Background: an optimization exercise with open tools, aiming at small area and a short achievable clock period. Do not read the settings as production practice. Function was checked by simulation only, so behaviour that the tests miss may differ from the original. Power is estimated from default activity; no workload was simulated.

// alu_result_stream
module alu_result_stream (
  input  logic       clk,
  input  logic       reset,
  input  logic       clear,
  input  logic       wr_en,
  input  logic [7:0] wr_o,
  input  logic       wr_zr,
  input  logic       wr_ng,
  output logic       wr_full,
  output logic       overflow,
  output logic [7:0] count,
  output logic       rd_valid,
  input  logic       rd_ready,
  output logic [7:0] rd_o,
  output logic       rd_zr,
  output logic       rd_ng,
  output logic [4:0] rd_func,
  output logic [3:0] rd_opnd,
  output logic       rd_last
);
Size: ~4100 cells after synthesis, roughly 1900 flip-flops.
==> module alu_result_stream, before the edit <==
module alu_result_stream (
  input  logic       clk,
  input  logic       reset,
  input  logic       clear,
  input  logic       wr_en,
  input  logic [7:0] wr_o,
  input  logic       wr_zr,
  input  logic       wr_ng,
  output logic       wr_full,
  output logic       overflow,
  output logic [7:0] count,
  output logic       rd_valid,
  input  logic       rd_ready,
  output logic [7:0] rd_o,
  output logic       rd_zr,
  output logic       rd_ng,
  output logic [4:0] rd_func,
  output logic [3:0] rd_opnd,
  output logic       rd_last
);
  localparam int ROWS = 18;
  localparam int COLS = 10;
  localparam logic [ROWS-1:0] C_ROW0 = ~(ROWS'(1));
  localparam logic [COLS-1:0] C_COL0 = ~(COLS'(1));
  logic [9:0]      r_mem [ROWS][COLS];
  logic [ROWS-1:0] r_wrow_n;    
  logic [COLS-1:0] r_wcol_n;
  localparam int RCOPIES = 4;   
  logic [ROWS-1:0] r_rrow [RCOPIES];  
  logic [COLS-1:0] r_rcol;
  logic [7:0]      r_count;
  logic [4:0]      r_func;
  logic [3:0]      r_opnd;
  logic            r_ovf;
  logic            r_full;
  logic            r_valid;
  logic            r_full_o;    
  logic            r_valid_o;   
  logic            r_last;
  logic [9:0]      r_head;      
  logic            w_acc, w_pop;
  logic [9:0]      w_din;
  logic [9:0]      w_next;      
  assign w_din  = {wr_zr, wr_ng, wr_o};
  assign w_acc  = wr_en && !r_full;
  assign w_pop  = r_valid && rd_ready;
  for (genvar r = 0; r < ROWS; r++) begin : g_wr
    for (genvar c = 0; c < COLS; c++) begin : g_wc
      always_ff @(posedge clk) begin
        if (!(r_wrow_n[r] || r_wcol_n[c])) begin
          r_mem[r][c] <= w_din;
        end
      end
    end
  end
  logic [9:0] w_colsel [COLS];
  always_comb begin
    for (int c = 0; c < COLS; c++) begin
      w_colsel[c] = '0;
      for (int r = 0; r < ROWS; r++) begin
        w_colsel[c] = w_colsel[c] |
                      (r_mem[r][c] & {10{r_rrow[c * RCOPIES / COLS][r]}});
      end
    end
    w_next = '0;
    for (int c = 0; c < COLS; c++) begin
      w_next = w_next | (w_colsel[c] & {10{r_rcol[c]}});
    end
  end
  logic w_wwrap, w_rwrap;
  assign w_wwrap = !r_wcol_n[COLS-1];
  assign w_rwrap = r_rcol[COLS-1];
  logic c_is0, c_is1, c_is179;
  assign c_is0   = !r_valid;
  assign c_is1   = (r_count == 8'd1);
  assign c_is179 = (r_count == 8'd179);
  logic i_is178, i_is179;
  assign i_is178 = (r_func == 5'd17) && (r_opnd == 4'd8);
  assign i_is179 = (r_func == 5'd17) && (r_opnd == 4'd9);
  always_ff @(posedge clk or negedge reset) begin
    if (!reset) begin
      r_wrow_n <= C_ROW0;
      r_wcol_n <= C_COL0;
      for (int k = 0; k < RCOPIES; k++) r_rrow[k] <= ROWS'(1);
      r_rcol   <= COLS'(1);
      r_count  <= 8'd0;
      r_func   <= 5'd0;
      r_opnd   <= 4'd0;
      r_ovf    <= 1'b0;
      r_full   <= 1'b0;
      r_valid  <= 1'b0;
      r_last   <= 1'b0;
      r_head   <= 10'd0;
    end else if (clear) begin
      r_wrow_n <= C_ROW0;
      r_wcol_n <= C_COL0;
      for (int k = 0; k < RCOPIES; k++) r_rrow[k] <= ROWS'(1);
      r_rcol   <= COLS'(1);
      r_count  <= 8'd0;
      r_func   <= 5'd0;
      r_opnd   <= 4'd0;
      r_ovf    <= 1'b0;
      r_full   <= 1'b0;
      r_valid  <= 1'b0;
      r_last   <= 1'b0;
      r_head   <= 10'd0;
    end else begin
      if (wr_en && r_full) begin
        r_ovf <= 1'b1;
      end
      if (w_acc && !(c_is0 || (c_is1 && w_pop))) begin
        if (w_wwrap) begin
          r_wcol_n <= C_COL0;
          r_wrow_n <= {r_wrow_n[ROWS-2:0], r_wrow_n[ROWS-1]};
        end else begin
          r_wcol_n <= {r_wcol_n[COLS-2:0], r_wcol_n[COLS-1]};
        end
      end
      if (w_pop && !c_is1) begin
        if (w_rwrap) begin
          r_rcol   <= COLS'(1);
          for (int k = 0; k < RCOPIES; k++) begin
            r_rrow[k] <= {r_rrow[k][ROWS-2:0], r_rrow[k][ROWS-1]};
          end
        end else begin
          r_rcol   <= {r_rcol[COLS-2:0], r_rcol[COLS-1]};
        end
      end
      if (w_pop) begin
        if (r_opnd == 4'd9) begin
          r_opnd <= 4'd0;
          r_func <= (r_func == 5'd17) ? 5'd0 : r_func + 5'd1;
        end else begin
          r_opnd <= r_opnd + 4'd1;
        end
      end
      case ({w_acc, w_pop})
        2'b10: begin
          r_count <= r_count + 8'd1;
          r_full  <= c_is179;
          r_valid <= 1'b1;
        end
        2'b01: begin
          r_count <= r_count - 8'd1;
          r_full  <= 1'b0;
          r_valid <= !c_is1;
        end
        default: ;
      endcase
      if (w_pop) begin
        r_last <= i_is178 && (w_acc || !c_is1);
      end else begin
        r_last <= i_is179 && (w_acc || !c_is0);
      end
      if (c_is0 || (c_is1 && w_pop)) begin
        r_head <= w_acc ? w_din : 10'd0;
      end else if (w_pop) begin
        r_head <= w_next;
      end
    end
  end
  logic w_inc, w_dec;
  assign w_inc = w_acc && !w_pop;
  assign w_dec = w_pop && !w_acc;
  always_ff @(posedge clk or negedge reset) begin
    if (!reset) begin
      r_full_o  <= 1'b0;
      r_valid_o <= 1'b0;
    end else begin
      r_full_o  <= !clear && ((w_inc && c_is179) || (!w_inc && !w_dec && r_full_o));
      r_valid_o <= !clear && (w_inc || (w_dec && !c_is1) || (!w_inc && !w_dec && r_valid_o));
    end
  end
  assign wr_full  = r_full_o;
  assign overflow = r_ovf;
  assign count    = r_count;
  assign rd_valid = r_valid_o;
  assign rd_o     = r_head[7:0];
  assign rd_ng    = r_head[8];
  assign rd_zr    = r_head[9];
  assign rd_func  = r_func;
  assign rd_opnd  = r_opnd;
  assign rd_last  = r_last;
endmodule
Settings: LEC_CHECK=0, CAP_MARGIN=30, CORE_MARGIN=2, CORE_UTILIZATION=70, CTS_BUF_LIST=sky130_fd_sc_hd__clkbuf_16, CTS_CLUSTER_DIAMETER=150, CTS_CLUSTER_SIZE=27, SETUP_SLACK_MARGIN=3.0, SLEW_MARGIN=30; clock period 5.5 ns.
run.sh (not shown) runs the stock make flow with config.mk's settings and CLKGATE_MAP_FILE= SYNTH_SCRIPT=/design/flow/synth_recipe.tcl, a recipe that flattens the netlist after the stock synthesis.
Rerun with:
--- a/flow/design.v
+++ b/flow/design.v
@@ -34,23 +34,25 @@
   logic [3:0]      r_opnd;
   logic            r_ovf;
   logic            r_full;
   logic            r_valid;
-  logic            r_full_o;    
-  logic            r_valid_o;   
   logic            r_last;
   logic [9:0]      r_head;      
   logic            w_acc, w_pop;
   logic [9:0]      w_din;
   logic [9:0]      w_next;      
   assign w_din  = {wr_zr, wr_ng, wr_o};
   assign w_acc  = wr_en && !r_full;
   assign w_pop  = r_valid && rd_ready;
+  logic [COLS-1:0] w_wcol_n;
+  assign w_wcol_n = r_wcol_n | {COLS{r_full}};
   for (genvar r = 0; r < ROWS; r++) begin : g_wr
     for (genvar c = 0; c < COLS; c++) begin : g_wc
-      always_ff @(posedge clk) begin
-        if (!(r_wrow_n[r] || r_wcol_n[c])) begin
-          r_mem[r][c] <= w_din;
+      if (r < ROWS - 1 || c < COLS - 1) begin : g_slot
+        always_ff @(posedge clk) begin
+          if (!(r_wrow_n[r] || w_wcol_n[c])) begin
+            r_mem[r][c] <= w_din;
+          end
         end
       end
     end
   end
@@ -58,20 +60,22 @@
   always_comb begin
     for (int c = 0; c < COLS; c++) begin
       w_colsel[c] = '0;
       for (int r = 0; r < ROWS; r++) begin
-        w_colsel[c] = w_colsel[c] |
-                      (r_mem[r][c] & {10{r_rrow[c * RCOPIES / COLS][r]}});
+        if (r < ROWS - 1 || c < COLS - 1) begin
+          w_colsel[c] = w_colsel[c] |
+                        (r_mem[r][c] & {10{r_rrow[c * RCOPIES / COLS][r]}});
+        end
       end
     end
     w_next = '0;
     for (int c = 0; c < COLS; c++) begin
       w_next = w_next | (w_colsel[c] & {10{r_rcol[c]}});
     end
   end
   logic w_wwrap, w_rwrap;
-  assign w_wwrap = !r_wcol_n[COLS-1];
-  assign w_rwrap = r_rcol[COLS-1];
+  assign w_wwrap = !r_wcol_n[COLS-1] || (!r_wrow_n[ROWS-1] && !r_wcol_n[COLS-2]);
+  assign w_rwrap = r_rcol[COLS-1] || (r_rrow[0][ROWS-1] && r_rcol[COLS-2]);
   logic c_is0, c_is1, c_is179;
   assign c_is0   = !r_valid;
   assign c_is1   = (r_count == 8'd1);
   assign c_is179 = (r_count == 8'd179);
@@ -159,24 +163,12 @@
         r_head <= w_next;
       end
     end
   end
-  logic w_inc, w_dec;
-  assign w_inc = w_acc && !w_pop;
-  assign w_dec = w_pop && !w_acc;
-  always_ff @(posedge clk or negedge reset) begin
-    if (!reset) begin
-      r_full_o  <= 1'b0;
-      r_valid_o <= 1'b0;
-    end else begin
-      r_full_o  <= !clear && ((w_inc && c_is179) || (!w_inc && !w_dec && r_full_o));
-      r_valid_o <= !clear && (w_inc || (w_dec && !c_is1) || (!w_inc && !w_dec && r_valid_o));
-    end
-  end
-  assign wr_full  = r_full_o;
+  assign wr_full  = r_full;
   assign overflow = r_ovf;
   assign count    = r_count;
-  assign rd_valid = r_valid_o;
+  assign rd_valid = r_valid;
   assign rd_o     = r_head[7:0];
   assign rd_ng    = r_head[8];
   assign rd_zr    = r_head[9];
   assign rd_func  = r_func;
Setup slack is better by 0.055 ns.
Global-route usage went down by 1.4 points.
Flip-flop and latch count falls by 12.
Wire length came out lower by 4.7%.
Area after synthesis came out lower by 0.66%.
Via count falls by 1.6%.
Final area went down by 1.5%.
Final cell count shrinks by 1.7%.
First-iteration DRC count fell by 11%.
Sequential power went up by about 5%.
Utilization came out lower by 0.85 points.
Clock skew rises by 0.031 ns.
Register-to-register slack improved by 0.05 ns.

-- separate check: timing with driven ports --
The results above use ideal ports. As a check the final layouts listed here were re-extracted and re-timed, cells and wires unchanged. Step 1 sets driving cells, clkbuf_16 on the clock port and buf_2 on the other inputs (assumed; they add their load-dependent delay and slew). Step 2 also shifts input and output timing later by t, the mid clock arrival at the registers, as if the neighbouring blocks saw the same clock. a / b / c = ideal / step 1 / step 2; a / b = the first two.
| run | t, ns | slack for setup (ns) | latest minus earliest clock arrival (ns) |
|---|---|---|---|
| the first run | 0.776 | 2.914 / 2.914 / 2.375 | 0.026 / 0.026 |
| the second run | 0.768 | 2.968 / 2.906 / 2.281 | 0.055 / 0.055 |
After both steps setup and hold are still met in every run listed. The setup slack of the second run, which loses most, moves by -0.062 ns with the drivers and by -0.687 ns with both steps.
